Source: an optimization exercise on an open RTL-to-GDS flow (aim: small area, a short achievable clock period and few clock cycles per item). Production flows keep margins and buffers that such runs may drop.
RTL that was checked went through simulation tests only; none was proved equivalent to the original.
No activity file was given, so power comes from the tool's default toggle rates.

## P
Design bresenham_line_stepper_top, start of the top module:
module bresenham_line_stepper_top #(
    parameter int COORD_BITS = 12
) (
    input  wire logic                               i_clk,
    input  wire logic                               i_rst_n,
    input  wire logic                               i_req_valid,
    output logic                                    o_req_ready,
    input  wire logic                               i_req_type,
    input  wire logic [COORD_BITS-1:0]              i_req_x_start,
    input  wire logic [COORD_BITS-1:0]              i_req_y_start,
    input  wire logic [COORD_BITS-1:0]              i_req_x_end,
    input  wire logic [COORD_BITS-1:0]              i_req_y_end,
    output logic                                    o_pix_valid,
    input  wire logic                               i_pix_ready,
    output logic                                    o_pix_pixel_valid,
    output logic [COORD_BITS-1:0]                   o_pix_pixel_x,
  ...
==> flow/config.mk <==
export PLATFORM = sky130hd
export DESIGN_NAME = bresenham_line_stepper_top
export DESIGN_NICKNAME = bresenham_line_stepper_top
export VERILOG_FILES = /design/flow/design.v
export SDC_FILE = /design/flow/constraint.sdc
export NUM_CORES = 4
export LEC_CHECK = 0
export CAP_MARGIN = 20
export CORE_MARGIN = 2
export CORE_UTILIZATION = 65
export CTS_BUF_LIST = sky130_fd_sc_hd__clkbuf_8
export CTS_CLUSTER_DIAMETER = 60
export CTS_CLUSTER_SIZE = 12
export PLACE_DENSITY = 0.75
export SLEW_MARGIN = 20
==> flow/constraint.sdc <==
create_clock -name core_clock -period 20.0 [get_ports {i_clk}]
set_input_delay 4.0000 -clock core_clock [delete_from_list [all_inputs] [get_ports {i_clk}]]
set_output_delay 4.0000 -clock core_clock [all_outputs]
set_load 0.01 [all_outputs]
standard.sh (not shown) runs the stock make flow with config.mk's settings and CLKGATE_MAP_FILE= SYNTH_SCRIPT=/design/flow/synth_recipe.tcl, a recipe that flattens the netlist after the stock synthesis.
==> flow/flow/run.sh <==
#!/bin/bash
set -e
export BUFFER_PORTS_ARGS="-buffer_cell sky130_fd_sc_hd__buf_1"
bash standard.sh > standard.log 2>&1
Testbench counts of P, summed over its fixed seeds: cycles 48,523, items 48,507.
Inputs modified between P and Q:
Settings: changing CORE_UTILIZATION from 65 to 40; removing PLACE_DENSITY (formerly 0.75).
==> flow/flow/run.sh <==
#!/bin/bash
set -e
export BUFFER_PORTS_ARGS="-buffer_cell sky130_fd_sc_hd__buf_1"
export SETUP_SLACK_MARGIN=14.6
bash standard.sh > standard.log 2>&1
--- outcome ---
When the final numbers for P and Q were put side by side, the fraction of met1 tracks used by global routing turned out to be smaller in Q.
| die height | Q vs P | 27% higher |
Of the two values seen for critical-path cell with the highest stage delay, sky130_fd_sc_hd__edfxtp_1 was produced by Q and sky130_fd_sc_hd__a211oi_1 by P.
Taking Q as 1.0, P lands at 0.62 on area of the die.
Compare P and Q | final clock period utilization by the worst path higher: P
#### Input delta (R over Q)
Settings: CTS_CLUSTER_DIAMETER now 80, was 60; CTS_CLUSTER_SIZE now 16, was 12.
==> flow/flow/run.sh <==
#!/bin/bash
set -e
export BUFFER_PORTS_ARGS="-buffer_cell sky130_fd_sc_hd__buf_1"
bash standard.sh > standard.log 2>&1
### Flow results
- Compared with Q, number of standard cells in the final layout excluding fillers in R decreased slightly.
- Post-route clock skew delta (Q -> R): insignificant
- Cmp R vs Q: total power lower in R

========
== build 3 ==
Starting RTL as in the previous note.
export LEC_CHECK = 0
export CAP_MARGIN = 20
export CORE_MARGIN = 2
export CORE_UTILIZATION = 40
export CTS_BUF_LIST = sky130_fd_sc_hd__clkbuf_8
export CTS_CLUSTER_DIAMETER = 60
export CTS_CLUSTER_SIZE = 12
export SLEW_MARGIN = 50
create_clock -name core_clock -period 20.0 [get_ports {i_clk}]
==> flow/flow/run.sh <==
#!/bin/bash
set -e
export BUFFER_PORTS_ARGS="-buffer_cell sky130_fd_sc_hd__buf_1"
bash standard.sh > standard.log 2>&1
Build 3: no failed stages, no open violations at the end
Testbench counts of build 3, summed over its fixed seeds: cycles 48,523, items 48,507.
[inputs] trial 28 vs build 3
- SLEW_MARGIN: 50 -> 20
### Flow results
When trial 28 is set beside build 3, its maximum cell stage delay along the critical path turns out to be 0.36 ns larger.
From build 3 to trial 28 the numbers moved as follows: clock period minus worst slack has increased; worst-case setup slack after placement has increased; detailed router's first-iteration violation count has increased.
Post-detailed-routing wire length up 0.89% in trial 28 wrt build 3

========
Another version of the RTL of bresenham_line_stepper_top (not shown whole).
Size: ~150 I/O pins.
Settings: LEC_CHECK=0, CAP_MARGIN=20, CORE_MARGIN=2, CORE_UTILIZATION=40, CTS_BUF_LIST=sky130_fd_sc_hd__clkbuf_16, CTS_CLUSTER_DIAMETER=100, CTS_CLUSTER_SIZE=20, SLEW_MARGIN=20; clock period 20.0 ns.
==> flow/flow/run.sh <==
#!/bin/bash
set -e
export BUFFER_PORTS_ARGS="-buffer_cell sky130_fd_sc_hd__buf_1"
export SETUP_SLACK_MARGIN=14.75
bash standard.sh > standard.log 2>&1
Testbench counts at the start, summed over its fixed seeds: cycles 48,523, items 48,507.
Edit:
--- a/flow/flow/run.sh
+++ b/flow/flow/run.sh
@@ -4 +4 @@
-export SETUP_SLACK_MARGIN=14.75
+export SETUP_SLACK_MARGIN=14.6
Settings changed: CORE_UTILIZATION 40 to 55.
Effect: Setup slack gains 0.0097 ns; power fell by 5.1%; final area fell by 5.3%; fmax stays flat; area after synthesis is unchanged; wire length fell by 4.7%; cell count fell by 9.0%; combinational power fell by 8.3%; sequential share of layout area rose by 2.1 points.
Edit:
Settings changed: CORE_UTILIZATION 55 to 40.
Outcome: The new run finished clean. Wire length is higher by 0.95%. Utilization decreases by 17 points. Worst setup slack is worse by 0.021 ns. Global-route usage goes down by 7.1 points. Area after synthesis stays the same. Cell area grows by 0.98%. Clock power is higher by about 2%. Count of clock-buffer cells in the layout does not change.
Edit:
--- a/flow/flow/run.sh
+++ b/flow/flow/run.sh
@@ -4 +4 @@
-export SETUP_SLACK_MARGIN=14.6
+export SETUP_SLACK_MARGIN=14.45
After rerunning:
- The changed run went through all stages and came out clean
- worst setup slack got worse by 0.077 ns
- clock power grows by about 4%
- cell area shrinks by 1.0%
- total power grows by about 0.4%
- global-route usage shrinks by 0.16 points
- wire length shrinks by 1.1%

========
Starting RTL as in the previous note.
Settings: LEC_CHECK=0, CAP_MARGIN=20, CORE_MARGIN=2, CORE_UTILIZATION=40, CTS_BUF_LIST=sky130_fd_sc_hd__clkbuf_16, CTS_CLUSTER_DIAMETER=120, CTS_CLUSTER_SIZE=25, SLEW_MARGIN=20; clock period 20.0 ns.
==> flow/flow/run.sh <==
#!/bin/bash
set -e
export BUFFER_PORTS_ARGS="-buffer_cell sky130_fd_sc_hd__buf_1"
export SETUP_SLACK_MARGIN=14.6
bash standard.sh > standard.log 2>&1
The starting point produced a clean layout.
Testbench counts at the start, summed over its fixed seeds: cycles 48,523, items 48,507.
Next try:
--- a/flow/config.mk
+++ b/flow/config.mk
@@ -7,3 +7,3 @@
 export LEC_CHECK = 0
-export CAP_MARGIN = 20
+export CAP_MARGIN = 10
 export CORE_MARGIN = 2
@@ -11,4 +11,4 @@
 export CTS_BUF_LIST = sky130_fd_sc_hd__clkbuf_16
-export CTS_CLUSTER_DIAMETER = 120
-export CTS_CLUSTER_SIZE = 25
-export SLEW_MARGIN = 20
+export CTS_CLUSTER_DIAMETER = 100
+export CTS_CLUSTER_SIZE = 20
+export SLEW_MARGIN = 10
The new run completed with no timing, DRC or antenna violations.
Total power came out lower slightly.
First-iteration DRC count barely changes.
Via count hardly moves.

========
Another version of the RTL of bresenham_line_stepper_top (not shown whole).
Size: roughly 1500 cells after synthesis, ~240 flip-flops, about 150 I/O pins, roughly 15000 µm² of cells after synthesis.
export LEC_CHECK = 0
export CAP_MARGIN = 20
export CORE_MARGIN = 2
export CORE_UTILIZATION = 40
export CTS_BUF_LIST = sky130_fd_sc_hd__clkbuf_8
export CTS_CLUSTER_DIAMETER = 60
export CTS_CLUSTER_SIZE = 12
export SLEW_MARGIN = 20
create_clock -name core_clock -period 20.0 [get_ports {i_clk}]
==> flow/flow/run.sh <==
#!/bin/bash
set -e
export BUFFER_PORTS_ARGS="-buffer_cell sky130_fd_sc_hd__buf_1"
export SETUP_SLACK_MARGIN=14.8
bash standard.sh > standard.log 2>&1
Testbench counts at the start, summed over its fixed seeds: cycles 48,523, items 48,507.
Change:
--- a/flow/flow/run.sh
+++ b/flow/flow/run.sh
@@ -4 +4 @@
-export SETUP_SLACK_MARGIN=14.8
+export SETUP_SLACK_MARGIN=14.6
--- a/flow/config.mk
+++ b/flow/config.mk
@@ -11,3 +11,3 @@
-export CTS_BUF_LIST = sky130_fd_sc_hd__clkbuf_8
-export CTS_CLUSTER_DIAMETER = 60
-export CTS_CLUSTER_SIZE = 12
+export CTS_BUF_LIST = sky130_fd_sc_hd__clkbuf_16
+export CTS_CLUSTER_DIAMETER = 100
+export CTS_CLUSTER_SIZE = 20
Clock skew falls by 19 ps.
Power falls by a few percent.
Cell area falls by a few percent.

========
== v13 ==
bresenham_line_stepper_top, a different RTL version from the one above (not shown whole).
For scale: about 150 I/O pins, roughly 15000 sq um of cells after synthesis.
Settings: LEC_CHECK=0, CAP_MARGIN=20, CORE_MARGIN=2, CORE_UTILIZATION=40, CTS_BUF_LIST=sky130_fd_sc_hd__clkbuf_8, CTS_CLUSTER_DIAMETER=60, CTS_CLUSTER_SIZE=12, SLEW_MARGIN=20; clock period 20.0 ns.
==> flow/flow/run.sh <==
#!/bin/bash
set -e
export BUFFER_PORTS_ARGS="-buffer_cell sky130_fd_sc_hd__buf_1"
export SETUP_SLACK_MARGIN=14.6
bash standard.sh > standard.log 2>&1
Changes in v12 relative to v13:
Settings: CTS_CLUSTER_DIAMETER now 100, was 60; CTS_CLUSTER_SIZE now 20, was 12; CTS_BUF_LIST now sky130_fd_sc_hd__clkbuf_16, was sky130_fd_sc_hd__clkbuf_8.
Results
- The area used by multi-input combinational logic was comparable across v13 and v12.
- In the tables for v13 and v12, sequential share of cell area reads lower with v13.
- Per the comparison of v12 with v13, setup slack now smaller, count of plain and timing-repair buffers now larger.
- Length of routed wiring on met1: v12 lower than v13
- Re power share of the combinational group: v13 was lower than v12.
- Looking only at critical path data required time, and setting everything else aside, the higher value of v13 and v12 goes to v12.
- The portion of total power attributed to the clock network of v12 is lower than that of v13.
- v13 -> v12: total core area delta 0, exact match
No functional check of the RTL was part of any run of this note.

-- port drivers added, routing unchanged --
No port has a modelled driver above. Below, the same layouts with a new extraction and two added sets of constraints.
Step 1: set_driving_cell puts a clkbuf_16 on i_clk and a buf_2 on each other input, an assumption about the parent block.
Step 2 also shifts input and output timing later by t, the mid clock arrival at the registers, as if the neighbouring blocks saw the same clock.
Slacks: no drivers / after step 1 / after step 2; pairs: no drivers / after step 1.
run | t (ns) | setup slack, ns | latest minus earliest clock arrival (ns) | pins driven straight from the clock port
P | 0.645 | 14.038 / 14.065 / 13.421 | 0.017 / 0.017 | 1
Q | 0.659 | 14.513 / 14.471 / 13.948 | 0.022 / 0.022 | 1
R | 0.611 | 14.154 / 14.167 / 13.556 | 0.025 / 0.026 | 1
build 3 | 0.667 | 14.145 / 14.166 / 13.499 | 0.037 / 0.037 | 1
trial 28 | 0.695 | 14.124 / 14.124 / 13.553 | 0.081 / 0.081 | 1
the first run of note 3 | 0.558 | 14.649 / 14.594 / 14.139 | 0.012 / 0.011 | 1
the second run of note 3 | 0.542 | 14.658 / 14.618 / 14.165 | 0.023 / 0.023 | 1
the third run of note 3 | 0.553 | 14.637 / 14.607 / 14.120 | 0.022 / 0.022 | 1
the fourth run of note 3 | 0.550 | 14.560 / 14.510 / 14.043 | 0.016 / 0.016 | 1
the first run of note 4 | 0.548 | 14.646 / 14.593 / 14.144 | 0.021 / 0.021 | 1
the second run of note 4 | 0.553 | 14.637 / 14.607 / 14.120 | 0.022 / 0.022 | 1
the first run of note 5 | 0.665 | 14.502 / 14.449 / 14.144 | 0.041 / 0.041 | 1
the second run of note 5 | 0.555 | 14.629 / 14.599 / 14.091 | 0.022 / 0.022 | 1
v13 | 0.665 | 14.474 / 14.419 / 14.039 | 0.028 / 0.028 | 1
v12 | 0.551 | 14.461 / 14.461 / 14.132 | 0.024 / 0.023 | 1
After both steps every run listed still meets setup and hold. For build 3, which loses most, drivers alone change the setup slack by +0.021 ns; drivers and shift together by -0.646 ns.
